Background: an optimization exercise with open tools, aiming at small area. Do not read the settings as production practice.
Function was checked by simulation only, so behaviour that the tests miss may differ from the original.
No driver is modelled on the clock port, so clocking that relies on it looks cheaper here than on a real chip.
Power figures rest on the tool's default switching activity, not on a simulated workload.

## run E
// reg_file_mp
module reg_file_mp
#(
    parameter int DATA_W      = reg_file_pkg::DEFAULT_DATA_W,
    parameter int ADDR_W      = reg_file_pkg::DEFAULT_ADDR_W,
    parameter int PC_IDX      = reg_file_pkg::DEFAULT_PC_IDX,
    parameter int PC_READ_OFS = reg_file_pkg::DEFAULT_PC_READ_OFS
) (
    input  logic              clk,
    input  logic              reset,
    input  logic [ADDR_W-1:0] rd_sel_a,
    input  logic [ADDR_W-1:0] rd_sel_b,
    input  logic [ADDR_W-1:0] rd_sel_c,
    output logic [DATA_W-1:0] rd_data_a,
    output logic [DATA_W-1:0] rd_data_b,
    output logic [DATA_W-1:0] rd_data_c,
    output logic              rd_busy_a,
    output logic              rd_busy_b,
    output logic              rd_busy_c,
    input  logic              wr0_en,
    input  logic [ADDR_W-1:0] wr0_sel,
    input  logic [DATA_W-1:0] wr0_data,
    input  logic              wr1_en,
    input  logic [ADDR_W-1:0] wr1_sel,
    input  logic [DATA_W-1:0] wr1_data,
    input  logic              pc_en,
    input  logic [DATA_W-1:0] pc_data,
    input  logic              pend_en,
    input  logic [ADDR_W-1:0] pend_sel,
    output logic [DATA_W-1:0] pc_q,
    output logic [ADDR_W:0]   pend_count
);
    localparam int NUM_REGS = 2 ** ADDR_W;
    localparam int NPEND    = NUM_REGS - 1;
    logic [NUM_REGS-1:0][DATA_W-1:0] regFile_q, regFile_d;
    logic [NPEND-1:0]                pend_q, pend_d;
    logic [NUM_REGS-1:0]             w0, w1, s0, s1, sq;
    logic [NPEND-1:0]                ps;
  ...
Size: ~260 I/O pins, about 28000 um2 of cells after synthesis.
==> flow/config.mk <==
export PLATFORM = sky130hd
export DESIGN_NAME = reg_file_mp
export DESIGN_NICKNAME = reg_file_mp
export VERILOG_FILES = /design/flow/design.v
export SDC_FILE = /design/flow/constraint.sdc
export NUM_CORES = 4
export LEC_CHECK = 0
export CAP_MARGIN = 20
export CELL_PAD_IN_SITES_DETAIL_PLACEMENT = 1
export CELL_PAD_IN_SITES_GLOBAL_PLACEMENT = 1
export CORE_MARGIN = 2
export CORE_UTILIZATION = 35
export PLACE_DENSITY = 0.5
export SLEW_MARGIN = 20
export SYNTH_HIERARCHICAL = 1
export SYNTH_MINIMUM_KEEP_SIZE = 0
==> flow/constraint.sdc <==
create_clock -name core_clock -period 6.5 [get_ports {clk}]
set_input_delay 1.3000 -clock core_clock [delete_from_list [all_inputs] [get_ports {clk}]]
set_output_delay 1.3000 -clock core_clock [all_outputs]
set_load 0.01 [all_outputs]
standard.sh (not shown) runs the stock make flow with config.mk's settings and CLKGATE_MAP_FILE= SYNTH_SCRIPT=/design/flow/synth_recipe.tcl, a recipe that flattens the netlist after the stock synthesis.
==> flow/flow/run.sh <==
#!/bin/bash
# Layout flow: the standard ORFS flow (standard.sh, unchanged synthesis),
# with two settings changed:
#   - port buffers use the smallest buffer cell (every port still gets one);
#   - the clock tree is built from clkbuf_4 without dummy balancing loads.
# The make output goes to standard.log; ORFS writes each step's log under
# orfs/logs/.
set -euo pipefail
bash standard.sh \
    'BUFFER_PORTS_ARGS=-buffer_cell sky130_fd_sc_hd__buf_1' \
    'CTS_ARGS=-sink_clustering_enable -repair_clock_nets -dont_use_dummy_load -buf_list sky130_fd_sc_hd__clkbuf_4' \
    finish > standard.log 2>&1
What run H does differently from run E at the input level:
--- a/flow/flow/run.sh
+++ b/flow/flow/run.sh
@@ -3 +3 @@
-# with two settings changed:
+# with three changes:
@@ -5 +5,4 @@
-#   - the clock tree is built from clkbuf_4 without dummy balancing loads.
+#   - the clock tree is built from clkbuf_4 without dummy balancing loads;
+#   - after clock-tree synthesis, gates driving a single input pin are set
+#     back to drive strength 1 (flow/downsize.tcl); the global-route repair
+#     steps size them up again where needed.
@@ -11,0 +15 @@
+    "POST_CTS_TCL=$(pwd)/flow/downsize.tcl" \
==> flow/flow/downsize.tcl (new file) <==
# Gates whose output drives a single input pin go back to drive strength 1;
# the later repair steps (global-route repair_design and repair_timing) size
# them up again where slew, capacitance or timing need it.
set ds_count 0
foreach inst [[ord::get_db_block] getInsts] {
  set mname [[$inst getMaster] getName]
  if {![regexp {^sky130_fd_sc_hd__([a-z0-9]+)_([0-9]+)$} $mname -> fn drive]} { continue }
  if {$drive <= 1} { continue }
  if {[regexp {^(buf|clkbuf|clkinv|clkdly|dly|df|edf|sdf|sedf|dl|tap|fill|decap|conb|diode)} $fn]} { continue }
  set loads 0
  set ok 1
  foreach it [$inst getITerms] {
    if {![$it isOutputSignal]} { continue }
    set net [$it getNet]
    if {$net eq "NULL"} { set ok 0; break }
    if {[$net getSigType] ne "SIGNAL"} { set ok 0; break }
    if {[llength [$net getBTerms]] > 0} { set ok 0; break }
    foreach lt [$net getITerms] { if {[$lt isInputSignal]} { incr loads } }
  }
  if {!$ok || $loads != 1} { continue }
  set target [get_lib_cells -quiet */sky130_fd_sc_hd__${fn}_1]
  if {[llength $target] == 0} { continue }
  replace_cell [get_cells [$inst getName]] [lindex $target 0]
  incr ds_count
}
puts "downsize: $ds_count gates set to drive strength 1"
Findings:
Vias after detailed routing: run E vs run H, no meaningful difference. Met3 global-route usage delta (run H -> run E): insignificant. Run H vs run E: layout-stage area growth over the synthesis result down.

========
reg_file_mp, a different RTL version from the one above (not shown whole).
Size: roughly 260 I/O pins, about 28000 um2 of cells after synthesis.
==> flow/config.mk <==
export PLATFORM = sky130hd
export DESIGN_NAME = reg_file_mp
export DESIGN_NICKNAME = reg_file_mp
export VERILOG_FILES = /design/flow/design.v
export SDC_FILE = /design/flow/constraint.sdc
export NUM_CORES = 4
export LEC_CHECK = 0
export CAP_MARGIN = 20
export CELL_PAD_IN_SITES_DETAIL_PLACEMENT = 1
export CELL_PAD_IN_SITES_GLOBAL_PLACEMENT = 1
export CORE_MARGIN = 2
export CORE_UTILIZATION = 35
export PLACE_DENSITY = 0.5
export SLEW_MARGIN = 20
export SYNTH_HIERARCHICAL = 1
export SYNTH_MINIMUM_KEEP_SIZE = 0
==> flow/constraint.sdc <==
create_clock -name core_clock -period 6.5 [get_ports {clk}]
set_input_delay 1.3000 -clock core_clock [delete_from_list [all_inputs] [get_ports {clk}]]
set_output_delay 1.3000 -clock core_clock [all_outputs]
set_load 0.01 [all_outputs]
==> flow/flow/run.sh <==
#!/bin/bash
# Layout flow: the standard ORFS flow (standard.sh, unchanged synthesis),
# with three changes:
#   - port buffers use the smallest buffer cell (every port still gets one);
#   - the clock tree is built from clkbuf_4 in clusters of up to 8
#     flip-flops within 50 um, without dummy balancing loads;
#   - after clock-tree synthesis, gates driving a single input pin are set
#     back to drive strength 1 (flow/downsize.tcl); the global-route repair
#     steps size them up again where needed.
# The make output goes to standard.log; ORFS writes each step's log under
# orfs/logs/.
set -euo pipefail
bash standard.sh \
    'BUFFER_PORTS_ARGS=-buffer_cell sky130_fd_sc_hd__buf_1' \
    'CTS_ARGS=-sink_clustering_enable -repair_clock_nets -dont_use_dummy_load -buf_list sky130_fd_sc_hd__clkbuf_4 -sink_clustering_size 8 -sink_clustering_max_diameter 50' \
    "POST_CTS_TCL=$(pwd)/flow/downsize.tcl" \
    finish > standard.log 2>&1
==> flow/flow/downsize.tcl <==
# Gates whose output drives a single input pin go back to drive strength 1;
# the later repair steps (global-route repair_design and repair_timing) size
# them up again where slew, capacitance or timing need it.
set ds_count 0
foreach inst [[ord::get_db_block] getInsts] {
  set mname [[$inst getMaster] getName]
  if {![regexp {^sky130_fd_sc_hd__([a-z0-9]+)_([0-9]+)$} $mname -> fn drive]} { continue }
  if {$drive <= 1} { continue }
  if {[regexp {^(buf|clkbuf|clkinv|clkdly|dly|df|edf|sdf|sedf|dl|tap|fill|decap|conb|diode)} $fn]} { continue }
  set loads 0
  set ok 1
  foreach it [$inst getITerms] {
    if {![$it isOutputSignal]} { continue }
    set net [$it getNet]
    if {$net eq "NULL"} { set ok 0; break }
    if {[$net getSigType] ne "SIGNAL"} { set ok 0; break }
    if {[llength [$net getBTerms]] > 0} { set ok 0; break }
    foreach lt [$net getITerms] { if {[$lt isInputSignal]} { incr loads } }
  }
  if {!$ok || $loads != 1} { continue }
  set target [get_lib_cells -quiet */sky130_fd_sc_hd__${fn}_1]
  if {[llength $target] == 0} { continue }
  replace_cell [get_cells [$inst getName]] [lindex $target 0]
  incr ds_count
}
puts "downsize: $ds_count gates set to drive strength 1"
Next try:
==> flow/flow/run.sh (replaced) <==
#!/bin/bash
# Layout flow: the standard ORFS flow (standard.sh, unchanged synthesis),
# with three changes:
#   - port buffers use the smallest buffer cell (every port still gets one);
#   - the clock tree is built from clkbuf_4 in clusters of up to 8
#     flip-flops within 60 um, without dummy balancing loads;
#   - after clock-tree synthesis, gates driving a single input pin are set
#     back to drive strength 1 (flow/downsize.tcl); the global-route repair
#     steps size them up again where needed.
# The make output goes to standard.log; ORFS writes each step's log under
# orfs/logs/.
set -euo pipefail
bash standard.sh \
    'BUFFER_PORTS_ARGS=-buffer_cell sky130_fd_sc_hd__buf_1' \
    'CTS_ARGS=-sink_clustering_enable -repair_clock_nets -dont_use_dummy_load -buf_list sky130_fd_sc_hd__clkbuf_4 -sink_clustering_size 8 -sink_clustering_max_diameter 60' \
    "POST_CTS_TCL=$(pwd)/flow/downsize.tcl" \
    finish > standard.log 2>&1
- global-route usage is about the same
- maximum frequency stays flat
- sequential power barely changes
- clock power went down by about 4%
- via count shrinks by 0.39%
- synthesized cell count is unchanged
- die area does not change
- critical path depth does not change

[what the ideal ports hide]
How much do the figures lean on ideal ports? The routed layouts below were timed once more, with nothing changed but the port constraints.
Step 1, drivers: a clkbuf_16 drives clk and a buf_2 each remaining input, both assumed.
Step 2 adds t to the input delays and takes it off the output delays; t is the mean of the earliest and latest rising clock arrival at the registers after step 1. Input paths then give back, and output paths get back, about the clock's delay inside the block.
Three values: ideal ports, drivers, drivers and shift; two values: the first two.
run	t, ns	setup WS [ns]	worst slew at a driven data input, ns
run E	1.072	0.179 / 0.108 / 0.982	0.08
run H	1.079	0.161 / 0.090 / 1.123	0.07
the first run of note 2	0.972	0.957 / 0.897 / 1.035	0.12
the second run of note 2	0.957	0.956 / 0.894 / 1.045	0.11
After both steps setup and hold are still met in every run listed.
